Context: an optimization exercise on an open-source flow, tuned for a short achievable clock period and few clock cycles. The choices shown serve that exercise and are no tape-out recipe. Only simulation tests tie the RTL to the original design; equivalence was not proved. Power is estimated from default activity; no workload was simulated.

===== standard.sh =====
#!/bin/bash
# synth_recipe.tcl (not shown) runs the flow's synth.tcl, then flattens the netlist and writes it again
# the make line also repeats each setting of config.mk as NAME=value (left out here)
make -C /OpenROAD-flow-scripts/flow DESIGN_CONFIG=/design/flow/config.mk WORK_HOME=/design/flow/orfs CLKGATE_MAP_FILE= SYNTH_SCRIPT=/design/flow/synth_recipe.tcl "${@:-finish}"

===== design.v =====
module multicycle_cobra_core #(
   parameter int XLEN = 32,
   parameter int PC_W = 8
) (
   input  logic            clk,
   input  logic            rst,
   output logic            imem_req,
   output logic [PC_W-1:0] imem_addr,
   input  logic            imem_ack,
   input  logic [31:0]     imem_rdata,
   input  logic            in_valid,
   output logic            in_ready,
   input  logic [XLEN-1:0] in_data,
   output logic [XLEN-1:0] out_data,
   output logic            out_valid
);
   localparam int SH_W = $clog2(XLEN);
   function automatic logic [XLEN:0] ks_add(input logic [XLEN-1:0] a, input logic [XLEN-1:0] b,
                                            input logic cin);
      logic [XLEN-1:0] x, g, p, gn, pn;
      x = a ^ b;
      g = a & b;
      p = x;
      g[0] = g[0] | (p[0] & cin);
      for (int d = 1; d < XLEN; d = d * 2) begin
         gn = g;
         pn = p;
         for (int i = d; i < XLEN; i++) begin
            gn[i] = g[i] | (p[i] & g[i-d]);
            pn[i] = p[i] & p[i-d];
         end
         g = gn;
         p = pn;
      end
      ks_add[0] = x[0] ^ cin;
      for (int i = 1; i < XLEN; i++) ks_add[i] = x[i] ^ g[i-1];
      ks_add[XLEN] = g[XLEN-1];
   endfunction
   logic              req_q;
   logic [PC_W-1:0]   pc_q;
   logic              e_valid, e_isin, e_isout, e_we, e_pt, e_jb, e_jbc;
   logic [4:0]        e_wa;
   logic [PC_W-1:0]   e_pc, e_seq, e_tgt;
   logic [XLEN-1:0]   e_a, e_b, e_imm;
   logic              e_selimm, e_selin, e_add, e_sub, e_sll, e_srl, e_sra, e_slt, e_sltu, e_xor, e_or, e_and;
   logic              e_feq, e_fne, e_flt, e_fge, e_fltu, e_fgeu;
   logic              e_self, e_immz, e_zk;
   logic              w_we;
   logic [4:0]        w_wa;
   logic [XLEN-1:0]   w_data;
   logic [XLEN-1:0]   rf_q [32];
   logic [XLEN-1:0]   e_wdata, shl, shr;
   logic [XLEN:0]     sum;
   logic              eq, lt_u, lt_s, flag, mp0, mp1, mispredict, in_wait, redirect, commit;
   logic [PC_W-1:0]   redirect_pc;
   logic [XLEN:0]     diff;
   assign sum    = ks_add(e_a, e_b, 1'b0);
   assign diff   = ks_add(e_a, ~e_b, 1'b1);
   assign lt_u   = ~diff[XLEN];
   assign lt_s   = lt_u ^ e_a[XLEN-1] ^ e_b[XLEN-1];
   assign eq     = (e_a == e_b);
   assign shl    = e_a << e_b[SH_W-1:0];
   assign shr    = XLEN'($unsigned($signed({e_sra & e_a[XLEN-1], e_a}) >>> e_b[SH_W-1:0]));
   assign e_wdata = ({XLEN{e_add}} & sum[XLEN-1:0])
                  | ({XLEN{e_sub}} & diff[XLEN-1:0])
                  | ({XLEN{e_sll}} & shl)
                  | ({XLEN{e_srl | e_sra}} & shr)
                  | ({XLEN{e_xor}} & (e_a ^ e_b))
                  | ({XLEN{e_or}}  & (e_a | e_b))
                  | ({XLEN{e_and}} & (e_a & e_b))
                  | XLEN'((e_slt & lt_s) | (e_sltu & lt_u))
                  | ({XLEN{e_selimm}} & e_imm)
                  | ({XLEN{e_selin}} & in_data);
   assign flag = (e_feq & eq) | (e_fne & ~eq) | (e_flt & lt_s) | (e_fge & ~lt_s)
               | (e_fltu & lt_u) | (e_fgeu & ~lt_u);
   assign mp0         = e_valid & (e_jb ^ e_pt);
   assign mp1         = e_valid & (e_jbc ^ e_pt);
   assign mispredict  = flag ? mp1 : mp0;
   assign in_wait     = e_isin & ~in_valid;
   assign redirect    = mispredict | in_wait;
   assign redirect_pc = in_wait ? e_pc : (e_pt ? e_seq : e_tgt);
   assign commit      = e_valid & ~in_wait;
   assign in_ready = e_isin;
   logic              e_isz, f_fuse, f_alu;
   logic              fetch_ok, f_pt, f_b, f_c, f_cmp, f_go, f_we;
   logic [1:0]        f_ws;
   logic [4:0]        f_op, f_ra1, f_ra2, f_wa;
   logic [PC_W-1:0]   pc_seq, pc_tgt, pc_next;
   logic [XLEN-1:0]   rd1, rd2, op_a, op_b;
   assign f_b   = imem_rdata[31];
   assign f_c   = imem_rdata[30];
   assign f_ws  = imem_rdata[29:28];
   assign f_op  = imem_rdata[27:23];
   assign f_ra1 = imem_rdata[22:18];
   assign f_ra2 = imem_rdata[17:13];
   assign f_wa  = imem_rdata[4:0];
   assign f_we  = (f_ws != 2'b00) && (f_wa != 5'd0);
   assign f_alu = (f_ws == 2'b11);
   assign f_cmp = (f_op[4:3] == 2'b11) && (f_op[2:1] != 2'b01);
   assign f_pt  = f_b | (f_c & (f_fuse ? (f_op[0] ^ e_isz)
                                       : f_cmp & (imem_rdata[12] | (f_op[2] & f_op[0]))));
   assign e_isz  = e_selimm ? e_immz : eq;
   assign f_fuse = e_zk && (f_op[4:1] == 4'b1100) && (f_ra1 == e_wa) && (f_ra2 == 5'd0);
   assign imem_req  = req_q;
   assign imem_addr = pc_q;
   assign fetch_ok  = req_q & imem_ack;
   assign f_go      = fetch_ok & ~redirect;
   assign pc_seq    = pc_q + PC_W'(1);
   assign pc_tgt    = pc_q + PC_W'($signed(imem_rdata[12:5]));
   always_comb begin
      if (redirect)       pc_next = redirect_pc;
      else if (!fetch_ok) pc_next = pc_q;
      else if (f_pt)      pc_next = pc_tgt;
      else                pc_next = pc_seq;
   end
   assign rf_q[0] = '0;
   genvar gi;
   generate
      for (gi = 1; gi < 32; gi++) begin : g_rf
         logic [XLEN-1:0] r_reg;
         logic            v_reg;
         always_ff @(posedge clk)
            if (w_we && w_wa == 5'(gi)) r_reg <= w_data;
         always_ff @(posedge clk or posedge rst)
            if (rst) v_reg <= 1'b0;
            else if (w_we && w_wa == 5'(gi)) v_reg <= 1'b1;
         assign rf_q[gi] = r_reg & {XLEN{v_reg}};
      end
   endgenerate
   assign rd1  = (w_we && w_wa == f_ra1) ? w_data : rf_q[f_ra1];
   assign rd2  = (w_we && w_wa == f_ra2) ? w_data : rf_q[f_ra2];
   assign op_a = (e_we && e_wa == f_ra1) ? e_wdata : rd1;
   assign op_b = (e_we && e_wa == f_ra2) ? e_wdata : rd2;
   always_ff @(posedge clk or posedge rst) begin
      if (rst) begin
         req_q   <= 1'b0;
         pc_q    <= '0;
         e_valid <= 1'b0;
         e_isin  <= 1'b0;
         e_isout <= 1'b0;
         e_we    <= 1'b0;
         e_zk    <= 1'b0;
      end else begin
         req_q   <= 1'b1;
         pc_q    <= pc_next;
         e_valid <= f_go;
         e_isin  <= f_go & (f_ws == 2'b01);
         e_isout <= f_go & (f_ws == 2'b11);
         e_we    <= f_go & f_we;
         e_zk    <= f_go & f_we & ((f_ws == 2'b10)
                                 || ((f_ws == 2'b11) && (f_op == 5'b01000 || f_op == 5'b00100)));
      end
   end
   always_ff @(posedge clk) begin
      e_a    <= op_a;
      e_b    <= op_b;
      e_imm  <= {{(XLEN-23){imem_rdata[27]}}, imem_rdata[27:5]};
      e_wa   <= f_wa;
      e_pc   <= pc_q;
      e_pt   <= f_pt;
      e_jb   <= f_b;
      e_jbc  <= f_b | f_c;
      e_seq  <= pc_seq;
      e_tgt  <= pc_tgt;
      e_self <= f_b && (imem_rdata[12:5] == 8'd0);
      e_immz <= (imem_rdata[27:5] == 23'd0);
      e_selimm <= (f_ws == 2'b10);
      e_selin  <= (f_ws == 2'b01);
      e_add  <= f_alu & (f_op == 5'b00000);
      e_sub  <= f_alu & (f_op == 5'b01000);
      e_sll  <= f_alu & (f_op == 5'b00001);
      e_slt  <= f_alu & (f_op == 5'b00010);
      e_sltu <= f_alu & (f_op == 5'b00011);
      e_xor  <= f_alu & (f_op == 5'b00100);
      e_srl  <= f_alu & (f_op == 5'b00101);
      e_sra  <= f_alu & (f_op == 5'b01101);
      e_or   <= f_alu & (f_op == 5'b00110);
      e_and  <= f_alu & (f_op == 5'b00111);
      e_feq  <= (f_op == 5'b11000);
      e_fne  <= (f_op == 5'b11001);
      e_flt  <= (f_op == 5'b11100);
      e_fge  <= (f_op == 5'b11101);
      e_fltu <= (f_op == 5'b11110);
      e_fgeu <= (f_op == 5'b11111);
   end
   always_ff @(posedge clk or posedge rst) begin
      if (rst) begin
         w_we      <= 1'b0;
         out_valid <= 1'b0;
      end else begin
         w_we      <= commit & e_we;
         out_valid <= commit & e_isout;
      end
   end
   always_ff @(posedge clk) begin
      w_wa   <= e_wa;
      w_data <= e_wdata;
   end
   always_ff @(posedge clk)
      if (e_isout) out_data <= e_wdata;
endmodule

===== flow/run.sh =====
#!/bin/bash
# Own flow: the standard synthesis unchanged, then the standard layout with
# repair_timing aiming at a larger setup margin (same SDC and clock period).
set -euo pipefail
MARGIN=${MARGIN:-6.6}
bash standard.sh synth > synth.log 2>&1
bash standard.sh SETUP_SLACK_MARGIN=$MARGIN finish > layout.log 2>&1

===== config.mk =====
export PLATFORM = sky130hd
export DESIGN_NAME = multicycle_cobra_core
export DESIGN_NICKNAME = multicycle_cobra_core
export VERILOG_FILES = /design/flow/design.v
export SDC_FILE = /design/flow/constraint.sdc
export NUM_CORES = 4
export LEC_CHECK = 0
export ABC_CLOCK_PERIOD_IN_PS = 2000
export CAP_MARGIN = 20
export CORE_MARGIN = 2
export CORE_UTILIZATION = 25
export PLACE_DENSITY = 0.45
export SLEW_MARGIN = 20

===== constraint.sdc =====
create_clock -name core_clock -period 10.0 [get_ports {clk}]
set_input_delay 2.0000 -clock core_clock [delete_from_list [all_inputs] [get_ports {clk}]]
set_output_delay 2.0000 -clock core_clock [all_outputs]
set_load 0.01 [all_outputs]

==> results.toml, run 1 <==
[run_status]
outcome = "no timing/DRC/antenna violations"

[floorplanning]
io_pins = 111
rows = 184
die_area_um2 = 257000
start_util = 0.252
die_h_um = 507
coreArea_um2 = 251000
fp.dieW_um = 507

[power]
power.internal_w = 0.00975
power_frac_seq = 0.443
combPwrFrac = 0.162
finalPower_w = 0.0138
vdd_drop_max_uv = 199
leakage_nw = 28.0
swShare = 0.292
power.density_nw_per_um2 = 166
p_switching_w = 0.00401
clock_power_share = 0.395

[finish]
syn_to_final_growth_pct = 30.9
final_util = 0.329
layout_commonest_cell = "nand3_1"
fin_cells = 9993
layout_common_cells = "nand3_1 (2025), edfxtp_1 (1024), nand4_1 (457), buf_4 (371), nor2_1 (164)"
final_nets = 6690
drive_gt1_frac = 0.252
largest_reg_flops = 992

[synthesis]
synth-seq-cells = 1246
yosys_warnings = 2
syn-num-nets = 6359
synthDistinctLibCells = 88
synth_edf_count = 1024
avgSynthCellArea_um2 = 10.2
syn_inst = 6183
async_flop_share = 0.0377
synth-main-ff-cell = "edfxtp_1"
yosysSeqAreaShare = 0.560
syn-cell-area_um2 = 63200

[worst_setup_path]
cp.required_ps = 10540
path_max_fanout = 3
start_kind = "input port"
crit_top_cell = "nand2_2"
cp_slowest_stage_delay_ps = 450
worstSetupPathType = "in2reg"
cp-end-kind = "flop"
arrival_ps = 4300
path_cells = "clkdlybuf4s50_1, nand2_1, o2111ai_1, a21oi_1, o221ai_1, a211o_1, nand2_2, nand2_2"
critical-path-slowest-cell = "a211o_1"

[global_routing]
grt_pass1_wl_um = 535000
grtUsageTotal = 0.303
grt_max_degree = 66
first_global_vias = 59800
antenna_found_initial = 23
grt_overflow = 0

[timing]
tns_ps = 0
min_period_over_period = 0.376
layout_min_cycle_time_ps = 3760
finalSetupViolations = 0
relSlewSlack = 0.157
worst_slew_pin_slew_ps = 1260
rsz0062_at_grt = "yes"
clock_skew_ps = 43.2
timing.fmax_mhz = 266
drv_slew = 0
worst_slack_ps = 6240
finalHoldViolations = 0

[placement]
port_buffers = 110
gp_congestion = 0.995
dp.cells = 9299
pre_cts_slack_ps = 3510
hpwl_um = 233000

[route]
drcViolationCount = 0
drt.antenna.violating_nets = 0
vias_per_cell = 6.58
drtIter0Drc = 13600
wirelength_um = 412000
route.vias.total = 65800
firstDrtPassIters = 10
wl_per_cell_um = 41.3

[clocking]
cts_tree = "yes"
htree_num_levels = 4
clkSinkCount = 1246
clkTransAtPathRegs_ps = 60
clockBufferDepth = 3
cts_hold_buf = 0
cts_buffers = 144
clk_latency_ps = 850
cts_root_buf = "clkbuf_16"

[min_path]
hold_class = "reg2reg"

[job]
cap_violations = 0
## what timing repair did
item | 4_1_cts | 5_1_grt
gates cloned | 23 | 13
endpoints found under the setup margin | 185 | 126
pin swaps | 179 | 244
buffers inserted | 247 | 134
resized for setup | 887 | 365
## critical path: cells and delay by family
family	cells	cell delay, ps
buffers and inverters	1	400
and+or+nand+nor	3	540
AOI/OAI and AO/OA	4	1340
## layer usage
| layer | routed length, um | vias up | global-route usage |
|---|---|---|---|
| li1 | - | 24600 | - |
| met1 | 149000 | 32200 | 0.380 |
| met2 | 161000 | 7047 | 0.423 |
| met3 | 66800 | 1980 | 0.133 |
| met4 | 35500 | 10 | 0.191 |
| met5 | 202 | - | 0 |
## power by group through the flow
stage          Sequential [W]  Combinational, W  Clock [W]
3_5_place_dp          0.00622           0.00155          0
6_report              0.00610           0.00224    0.00543
4_1_cts               0.00608           0.00197    0.00545
5_1_grt               0.00609           0.00227    0.00565
3_3_place_gp          0.00621           0.00154          0
2_1_floorplan         0.00606          0.000897          0
## path summary, 6_finish.rpt
path | to | startpoint | cells past startpoint | slack (ps)
worst max-delay path | out_data[28]$_DFFE_PP_ | in_data[28] | 8 | 6240
worst min-delay path | w_wa[2]$_DFF_P_ | e_wa[2]$_DFF_P_ | 0 | 410
worst max register to register | out_data[28]$_DFFE_PP_ | e_b[4]$_DFF_P_ | 11 | 6250
worst min register to register | w_wa[2]$_DFF_P_ | e_wa[2]$_DFF_P_ | 0 | 410
max in group asynchronous | g_rf[4].v_reg$_DFFE_PP0P_ | rst | 3 | 7190
min in group asynchronous | pc_q[4]$_DFFE_PP0P_ | rst | 2 | 1550
## synthesized netlist by cell type (all sizes together) (14+ instances only)
| master | n | share of area |
|---|---|---|
| a211oi | 21 | 0.0025 |
| nor2 | 268 | 0.016 |
| a31oi | 20 | 0.0020 |
| xor2 | 18 | 0.0025 |
| nor3 | 36 | 0.0030 |
| and3 | 14 | 0.0014 |
| xnor2 | 22 | 0.0030 |
| or2 | 37 | 0.0037 |
| mux2i | 74 | 0.012 |
| o31ai | 16 | 0.0022 |
| nor2b | 15 | 0.0015 |
| nor4 | 141 | 0.014 |
| dfrtp | 47 | 0.019 |
| inv | 130 | 0.0077 |
| o21bai | 16 | 0.0019 |
| o211ai | 48 | 0.0057 |
| a21o | 27 | 0.0032 |
| or3 | 15 | 0.0015 |
| ha | 105 | 0.021 |
| nand3 | 2137 | 0.17 |
| nand2 | 152 | 0.0090 |
| a22oi | 24 | 0.0028 |
| a221oi | 20 | 0.0028 |
| buf | 36 | 0.0028 |
| o21ai | 173 | 0.014 |
| edfxtp | 1024 | 0.49 |
| clkbuf | 515 | 0.031 |
| mux4 | 56 | 0.020 |
| nand4 | 457 | 0.045 |
| a21oi | 139 | 0.011 |
| dfxtp | 175 | 0.055 |
| nand2b | 24 | 0.0024 |
## final cells by class
| type | count | area, um^2 |
|---|---|---|
| fillers | 25300 | 169000 |
| flip-flops and latches | 1246 | 35700 |
| multi-input cells | 4255 | 29200 |
| repair buffers | 733 | 8430 |
| well taps | 3348 | 4190 |
| clock buffers | 183 | 3870 |
| clock inverters | 74 | 776 |
| inverters | 133 | 563 |
| diodes | 20 | 50.0 |
| repair inverters | 1 | 16.3 |
## per-stage QoR
step / hold slack [ps] / area (um^2)
2_1_floorplan: 373 / 64400
5_1_grt: 430 / 82700
3_5_place_dp: 405 / 69200
3_3_place_gp: 410 / 69200
4_1_cts: 421 / 79400
6_report: 415 / 82800
## kinds of logic (layout without fill, tap and decap cells)
kind of cell    Yosys count  count (layout)  synth area share
other cells               1              21         0.0000593
xor+xnor                 40              40           0.00554
simple gates           3336            3338             0.272
mux                     143             143            0.0340
fa+ha+maj               108             108            0.0217
buf+inv                 684            1124            0.0412
flops                  1246            1246             0.560
compound gates          625             625            0.0656
Testbench counts, summed over its fixed seeds: cycles 83,007.
==> inputs of run 2 (changes only) <==
--- a/design.v
+++ b/design.v
@@ -50,5 +50,5 @@
    logic [XLEN-1:0]   w_data;
    logic [XLEN-1:0]   rf_q [32];
-   logic [XLEN-1:0]   e_wdata, shl, shr;
+   logic [XLEN-1:0]   e_wdata, alu_res, shl, shr;
    logic [XLEN:0]     sum;
    logic              eq, lt_u, lt_s, flag, mp0, mp1, mispredict, in_wait, redirect, commit;
@@ -62,5 +62,5 @@
    assign shl    = e_a << e_b[SH_W-1:0];
    assign shr    = XLEN'($unsigned($signed({e_sra & e_a[XLEN-1], e_a}) >>> e_b[SH_W-1:0]));
-   assign e_wdata = ({XLEN{e_add}} & sum[XLEN-1:0])
+   assign alu_res = ({XLEN{e_add}} & sum[XLEN-1:0])
                   | ({XLEN{e_sub}} & diff[XLEN-1:0])
                   | ({XLEN{e_sll}} & shl)
@@ -69,7 +69,6 @@
                   | ({XLEN{e_or}}  & (e_a | e_b))
                   | ({XLEN{e_and}} & (e_a & e_b))
-                  | XLEN'((e_slt & lt_s) | (e_sltu & lt_u))
-                  | ({XLEN{e_selimm}} & e_imm)
-                  | ({XLEN{e_selin}} & in_data);
+                  | {{(XLEN-1){1'b0}}, (e_slt & lt_s) | (e_sltu & lt_u)};
+   assign e_wdata = alu_res | ({XLEN{e_selimm}} & e_imm) | ({XLEN{e_selin}} & in_data);
    assign flag = (e_feq & eq) | (e_fne & ~eq) | (e_flt & lt_s) | (e_fge & ~lt_s)
                | (e_fltu & lt_u) | (e_fgeu & ~lt_u);
@@ -198,4 +197,4 @@
    end
    always_ff @(posedge clk)
-      if (e_isout) out_data <= e_wdata;
+      out_data <= alu_res;
 endmodule
==> results.toml, run 2 <==
[placement]
port_buffers = 110
hpwl_um = 241000
gp_congestion = 0.999
placed_cell_area_um2 = 69500
dp.cells = 9390

[global_routing]
grt_max_degree = 65
grtUsageTotal = 0.313
first_global_vias = 60700
grt_pass1_wl_um = 549000
antenna_found_initial = 30
grt_overflow = 0

[synthesis]
yosysMostFrequentCell = "nand3_1"
synth-main-ff-cell = "edfxtp_1"
synth-seq-cells = 1246
syn-num-nets = 6427
synth_fa_ha_area_frac = 0.0217
async_flop_share = 0.0377
muxShareOfSynthArea = 0.0349
synth_area_leader_cell = "edfxtp_1"
netlist_top_cells_area = "edfxtp_1 (47%), nand3_1 (17%), dfxtp_1 (6.6%)"
synth-compound-area-share = 0.0665
synth-xor-area-share = 0.00582
yosysTopAreaCellShare = 0.471
synth_top_family_by_area = "simple AND/OR/NAND/NOR gates"
yosys_warnings = 2
yosysSeqAreaShare = 0.556
avgSynthCellArea_um2 = 10.1
syn-cell-area_um2 = 63200
synthDistinctLibCells = 83
syn_inst = 6251
synthSimpleGateAreaFrac = 0.273
synth_common_cells = "nand3_1 (2130), edfxtp_1 (992), clkbuf_1 (517)"
synth_edf_count = 992

[worst_setup_path]
r2r_cells = 14
reg2reg_slack_ps = 6030
arrival_ps = 4670
start_kind = "flop"
path_max_fanout = 7
r2r_end = "pc_q[6]$_DFFE_PP0P_"
worstSetupPathType = "reg2reg"
cp.required_ps = 10700
cp-end-kind = "flop"
r2r-start = "e_a[9]$_DFF_P_"

[finish]
layout_commonest_cell = "nand3_1"
fin_cells = 10100
final_nets = 6764
fin_area_um2 = 82800
drive_gt1_frac = 0.245
final_util = 0.329
final.fill_count = 25300
syn_to_final_growth_pct = 31.1
layout_common_cells = "nand3_1 (2071), edfxtp_1 (992), nand4_1 (456), buf_4 (380), nor2_1 (203)"
largest_reg_flops = 992

[floorplanning]
rows = 184
die_h_um = 507
coreArea_um2 = 251000
io_pins = 111
die_area_um2 = 257000
start_util = 0.251
fp.dieW_um = 507

[route]
drtIter0Drc = 14400
drcViolationCount = 0
drt.antenna.violating_nets = 0
firstDrtPassIters = 14
wirelength_um = 427000
wl_per_cell_um = 42.4
vias_per_cell = 6.68
route.vias.total = 67300

[power]
finalPower_w = 0.0135
leakage_nw = 27.9
p_switching_w = 0.00393
swShare = 0.292
combPwrFrac = 0.145
power_frac_seq = 0.452
power.density_nw_per_um2 = 163
power.internal_w = 0.00955
clock_power_share = 0.403
vdd_drop_max_uv = 182

[clocking]
clk_latency_ps = 860
clkTransAtPathRegs_ps = 70
htree_num_levels = 4
clockBufferDepth = 3
clkSinkCount = 1246
cts_buffers = 140
cts_tree = "yes"
cts_hold_buf = 0
cts_root_buf = "clkbuf_16"

[timing]
worst_slew_pin_slew_ps = 1310
rsz0062_at_grt = "yes"
relSlewSlack = 0.128
min_period_over_period = 0.397
tns_ps = 0
finalHoldViolations = 0
finalSetupViolations = 0
timing.fmax_mhz = 252
drv_slew = 0
layout_min_cycle_time_ps = 3970
clock_skew_ps = 66.9

[job]
cap_violations = 0

[run_status]
outcome = "no timing/DRC/antenna violations"

[min_path]
min_path_cells = 0
hold_class = "reg2reg"
worstHoldEndpoint = "w_wa[2]$_DFF_P_"
hold_path.startpoint = "e_wa[2]$_DFF_P_"
-- run 2: layout make-up --
class | instances | area [um^2] | share of cell area
Antenna cell | 24 | 60.1 | 0.000725
Timing Repair Buffer | 750 | 8760 | 0.106
Clock buffer | 185 | 3830 | 0.0463
Timing Repair inverter | 1 | 8.76 | 0.000106
Sequential cell | 1246 | 35400 | 0.427
Inverter | 143 | 564 | 0.00681
Tap cell | 3348 | 4190 | 0.0506
Clock inverter | 74 | 865 | 0.0104
Multi-Input combinational cell | 4306 | 29100 | 0.352
-- run 2: stage by stage --
step | hold slack [ps] | worst slack (ps)
after global routing | 451 | 5910
after global placement | 448 | 3800
after CTS | 453 | 5980
after detailed placement | 448 | 3850
final | 447 | 6030
after floorplan | 373 | 6110
-- run 2: worst max path at each step --
| stage | from | to | slack (ps) | cells past startpoint |
|---|---|---|---|---|
| floorplan | imem_rdata[22] | pc_q[1]$_DFFE_PP0P_ | 6110 | 11 |
| global placement | imem_rdata[22] | e_a[24]$_DFF_P_ | 3800 | 11 |
| detailed placement | imem_rdata[22] | e_a[24]$_DFF_P_ | 3850 | 11 |
| CTS | e_b[9]$_DFF_P_ | pc_q[6]$_DFFE_PP0P_ | 5980 | 14 |
| global route | e_a[13]$_DFF_P_ | pc_q[6]$_DFFE_PP0P_ | 5910 | 16 |
| finish | e_a[9]$_DFF_P_ | pc_q[6]$_DFFE_PP0P_ | 6030 | 14 |
-- run 2: power by group through the flow --
stage / sequential, W / clock [W] / combinational, W
after CTS: 0.00608 / 0.00544 / 0.00170
after detailed placement: 0.00621 / 0 / 0.00137
after global routing: 0.00610 / 0.00562 / 0.00199
after global placement: 0.00621 / 0 / 0.00137
after floorplan: 0.00603 / 0 / 0.000791
final: 0.00610 / 0.00543 / 0.00196
-- run 2: kinds of logic after synthesis --
kind of cell / after synthesis
buffers and inverters: 701
other: 1
muxes: 156
DFF: 1246
and+or+nand+nor: 3364
xor gates and xnor gates: 42
adders and majority gates: 108
AOI/OAI and AO/OA: 633
-- run 2: critical path, cell delays in order (launching register included) --
cell and delay, ps:
dfxtp_4 370, inv_4 40, ha_4 240, or4_4 540, or4_4 500, nor3_4 310
mux2i_2 320, o2111ai_2 160, mux2i_2 210, mux2i_2 280, buf_4 160, mux2i_4 240
buf_12 170, nor3_4 40, a221o_1 260
-- run 2: routing by layer --
| layer | up-vias | wire length [um] | track usage | part of all wire |
|---|---|---|---|---|
| li1 | 24800 | - | - | - |
| met1 | 32800 | 149000 | 0.385 | 0.35 |
| met2 | 7316 | 165000 | 0.430 | 0.39 |
| met3 | 2400 | 72800 | 0.156 | 0.17 |
| met4 | 38 | 38900 | 0.199 | 0.091 |
| met5 | - | 1370 | 0.0128 | 0.0032 |
-- run 2: timing repair --
item                                    4_1_cts  5_1_grt
resized for setup                           795      369
endpoints found under the setup margin      205      131
buffers inserted                            227      140
pin swaps                                   129      190
hold endpoints to repair                      0        0
gates cloned                                 23       14
Testbench counts of run 2, summed over its fixed seeds: cycles 83,007.
==> inputs of run 3 (changes only) <==
--- a/design.v
+++ b/design.v
@@ -52,5 +52,5 @@
    logic [XLEN-1:0]   e_wdata, alu_res, shl, shr;
    logic [XLEN:0]     sum;
-   logic              eq, lt_u, lt_s, flag, mp0, mp1, mispredict, in_wait, redirect, commit;
+   logic              eq, lt_u, lt_s, flag, mp0, mp1, in_wait, redirect0, redirect1, commit;
    logic [PC_W-1:0]   redirect_pc;
    logic [XLEN:0]     diff;
@@ -75,7 +75,7 @@
    assign mp0         = e_valid & (e_jb ^ e_pt);
    assign mp1         = e_valid & (e_jbc ^ e_pt);
-   assign mispredict  = flag ? mp1 : mp0;
    assign in_wait     = e_isin & ~in_valid;
-   assign redirect    = mispredict | in_wait;
+   assign redirect0   = mp0 | in_wait;
+   assign redirect1   = mp1 | in_wait;
    assign redirect_pc = in_wait ? e_pc : (e_pt ? e_seq : e_tgt);
    assign commit      = e_valid & ~in_wait;
@@ -85,5 +85,5 @@
    logic [1:0]        f_ws;
    logic [4:0]        f_op, f_ra1, f_ra2, f_wa;
-   logic [PC_W-1:0]   pc_seq, pc_tgt, pc_next;
+   logic [PC_W-1:0]   pc_seq, pc_tgt, pc_norm, pc_next0, pc_next1, pc_next;
    logic [XLEN-1:0]   rd1, rd2, op_a, op_b;
    assign f_b   = imem_rdata[31];
@@ -104,12 +104,14 @@
    assign imem_addr = pc_q;
    assign fetch_ok  = req_q & imem_ack;
-   assign f_go      = fetch_ok & ~redirect;
+   assign f_go      = flag ? (fetch_ok & ~redirect1) : (fetch_ok & ~redirect0);
    assign pc_seq    = pc_q + PC_W'(1);
    assign pc_tgt    = pc_q + PC_W'($signed(imem_rdata[12:5]));
    always_comb begin
-      if (redirect)       pc_next = redirect_pc;
-      else if (!fetch_ok) pc_next = pc_q;
-      else if (f_pt)      pc_next = pc_tgt;
-      else                pc_next = pc_seq;
+      if (!fetch_ok)  pc_norm = pc_q;
+      else if (f_pt)  pc_norm = pc_tgt;
+      else            pc_norm = pc_seq;
+      pc_next0 = redirect0 ? redirect_pc : pc_norm;
+      pc_next1 = redirect1 ? redirect_pc : pc_norm;
+      pc_next  = flag ? pc_next1 : pc_next0;
    end
    assign rf_q[0] = '0;
==> results.toml, run 3 <==
[run_status]
outcome = "no timing/DRC/antenna violations"

[power]
leakage_nw = 28.3
power.internal_w = 0.00968
vdd_drop_max_uv = 127
clock_power_share = 0.406
power_frac_seq = 0.447
finalPower_w = 0.0136
combPwrFrac = 0.147
p_switching_w = 0.00394
swShare = 0.289
power.density_nw_per_um2 = 162

[synthesis]
yosysMostFrequentCell = "nand3_1"
avgSynthCellArea_um2 = 10.1
syn-cell-area_um2 = 63100
synthDistinctLibCells = 90
syn_inst = 6226
yosysTopAreaCellShare = 0.472
syn-num-nets = 6402
async_flop_share = 0.0377
synth_common_cells = "nand3_1 (2125), edfxtp_1 (992), clkbuf_1 (503)"
synth_edf_count = 992
yosysSeqAreaShare = 0.557
netlist_top_cells_area = "edfxtp_1 (47%), nand3_1 (17%), dfxtp_1 (6.6%)"
yosys_warnings = 2
synth_area_leader_cell = "edfxtp_1"
synth-seq-cells = 1246
synth-main-ff-cell = "edfxtp_1"

[floorplanning]
rows = 184
die_h_um = 506
die_area_um2 = 256000
io_pins = 111
start_util = 0.251
fp.dieW_um = 506
coreArea_um2 = 251000

[route]
wirelength_um = 420000
vias_per_cell = 6.62
drt.antenna.violating_nets = 0
route.vias.total = 67200
drtIter0Drc = 14700
wl_per_cell_um = 41.4
firstDrtPassIters = 22
drcViolationCount = 0

[placement]
hpwl_um = 234000
dp.cells = 9350
gp_congestion = 0.996
port_buffers = 110

[timing]
worst_slew_pin_slew_ps = 1280
tns_ps = 0
timing.fmax_mhz = 269
relSlewSlack = 0.144
layout_min_cycle_time_ps = 3720
rsz0062_at_grt = "yes"
min_period_over_period = 0.372
hold-worst-slack_ps = 424
finalSetupViolations = 0
clock_skew_ps = 74.0
drv_slew = 0
finalHoldViolations = 0

[global_routing]
grt_pass1_wl_um = 542000
antenna_found_initial = 39
grt_max_degree = 50
first_global_vias = 61300
grt_overflow = 0
grtUsageTotal = 0.307

[worst_setup_path]
cp.required_ps = 10720
r2r-start = "e_b[1]$_DFF_P_"
worstSetupPathType = "reg2reg"
path_max_fanout = 5
cp-end-kind = "flop"
r2r_end = "e_b[14]$_DFF_P_"
arrival_ps = 4440
critPathLaunch = "e_b[1]$_DFF_P_"
reg2reg_slack_ps = 6280
r2r_cells = 18
start_kind = "flop"

[finish]
layout_common_cells = "nand3_1 (2056), edfxtp_1 (992), nand4_1 (456), buf_4 (397), nor2_1 (184)"
layout_commonest_cell = "nand3_1"
drive_gt1_frac = 0.266
fin_cells = 10100
largest_reg_flops = 992
final_nets = 6815
final_util = 0.335
syn_to_final_growth_pct = 33.3
final.fill_count = 25200

[job]
cap_violations = 0

[clocking]
htree_num_levels = 4
clkTransAtPathRegs_ps = 70
clk_latency_ps = 850
cts_tree = "yes"
clockBufferDepth = 3
cts_buffers = 142
cts_hold_buf = 0
cts_root_buf = "clkbuf_16"
clkSinkCount = 1246

[min_path]
worstHoldEndpoint = "pc_q[7]$_DFF_PP0_"
hold_path.startpoint = "e_pc[7]$_DFF_P_"
min_path_cells = 2
hold_class = "reg2reg"
-- run 3: changes by cell type after synthesis, sizes merged, moves of 7 or more --
cell | previous run | this run
and2 | 14 | 5
o21ai | 151 | 179
buf | 41 | 50
nor2 | 307 | 290
or3 | 16 | 9
o211ai | 65 | 29
inv | 142 | 130
mux2 | 44 | 29
nand2 | 134 | 158
clkbuf | 517 | 503
xnor2 | 21 | 33
-- run 3: area by class of cell --
type,count,area [um^2],share of cell area
antenna,37,92.6,0.00110
clock buffer,178,3850,0.0458
clock inverter,85,1000,0.0119
inverter,131,536,0.00637
multi-input combinational,4296,29200,0.347
sequential,1246,35400,0.422
tap,3348,4190,0.0498
timing repair buffer,820,9730,0.116
timing repair inverter,2,17.5,0.000208
-- run 3: metal layers --
metal | GRT usage | vias to the layer above | share of wire
met5 | 0.0274 | - | 0.0027
met4 | 0.191 | 34 | 0.088
met3 | 0.166 | 2281 | 0.17
met2 | 0.421 | 7259 | 0.38
met1 | 0.371 | 32700 | 0.35
li1 | - | 24900 | -
-- run 3: cell families after synthesis --
group                    after synthesis  share of synthesized area
adder cells (fa/ha/maj)              108                     0.0218
other                                  1                  0.0000595
XOR/XNOR                              52                    0.00722
flip-flops                          1246                      0.557
buffers and inverters                684                     0.0416
AND/OR/NAND/NOR                     3369                      0.275
multiplexers                         148                     0.0340
AO/OA/AOI/OAI                        618                     0.0640
-- run 3: power groups by stage --
| stage | clock network [W] | registers (W) | logic (W) |
|---|---|---|---|
| final | 0.00553 | 0.00608 | 0.00200 |
| after global routing | 0.00574 | 0.00608 | 0.00204 |
| after CTS | 0.00553 | 0.00605 | 0.00173 |
| after detailed placement | 0 | 0.00619 | 0.00135 |
| after global placement | 0 | 0.00619 | 0.00134 |
| after floorplan | 0 | 0.00600 | 0.000825 |
-- run 3: critical path, stage by stage, from the launching register on --
cell and delay (ps):
dfxtp_4 390, inv_4 40, buf_12 130, buf_6 110
fa_2 390, nor2b_4 160, o21bai_4 70, a21oi_2 180
o31a_1 310, a31oi_4 210, buf_6 170, buf_6 100
buf_6 100, a221o_1 310, o21ai_2 110, o2111ai_4 180
a221oi_2 260, buf_6 260, mux2i_1 120
-- run 3: repair_timing --
item | in CTS | in global routing
pin swaps | 213 | 212
setup endpoints to repair | 179 | 123
gates cloned | 35 | 18
setup buffers | 267 | 173
gates resized for setup | 941 | 347
-- run 3: worst max path at each step --
stage | to | slack (ps) | cells after the start
6_report | e_b[14]$_DFF_P_ | 6280 | 18
5_1_grt | e_b[14]$_DFF_P_ | 6230 | 18
4_1_cts | e_a[17]$_DFF_P_ | 6270 | 14
3_5_place_dp | e_b[16]$_DFF_P_ | 4050 | 10
3_3_place_gp | e_b[16]$_DFF_P_ | 4020 | 10
2_1_floorplan | pc_q[2]$_DFF_PP0_ | 6170 | 11
-- run 3: per-stage QoR --
stage | instance area [um^2] | worst slack, ps
final | 84000 | 6280
after global routing | 84000 | 6230
after CTS | 80700 | 6270
after floorplan | 64600 | 6170
after detailed placement | 69100 | 4050
after global placement | 69000 | 4020
Testbench counts of run 3, summed over its fixed seeds: cycles 83,007.

## static timing again, ports no longer ideal
Ports are ideal in the flow. The routed layouts listed here were re-timed in OpenROAD. Step 1 sets driving cells, clkbuf_16 on the clock port and buf_2 on the other inputs (assumed; they add their load-dependent delay and slew). Step 2 moves the port delays by t, midway between the first and last clock arrival at a register: inputs arrive t later, outputs are due t later. That takes back most of the time a late clock gives input paths. Slacks: ideal / step 1 / step 2; pairs: ideal / step 1.
run	shift t [ns]	slack for setup (ns)	latest minus earliest clock arrival (ns)
run 1	0.926	6.235 / 6.254 / 5.372	0.046 / 0.047
run 2	0.927	6.026 / 6.011 / 5.256	0.067 / 0.067
run 3	0.903	6.280 / 6.280 / 5.465	0.074 / 0.075
After both steps setup and hold are still met in every run listed. For run 1, which loses most, drivers alone change the setup slack by +0.019 ns; drivers and shift together by -0.863 ns.
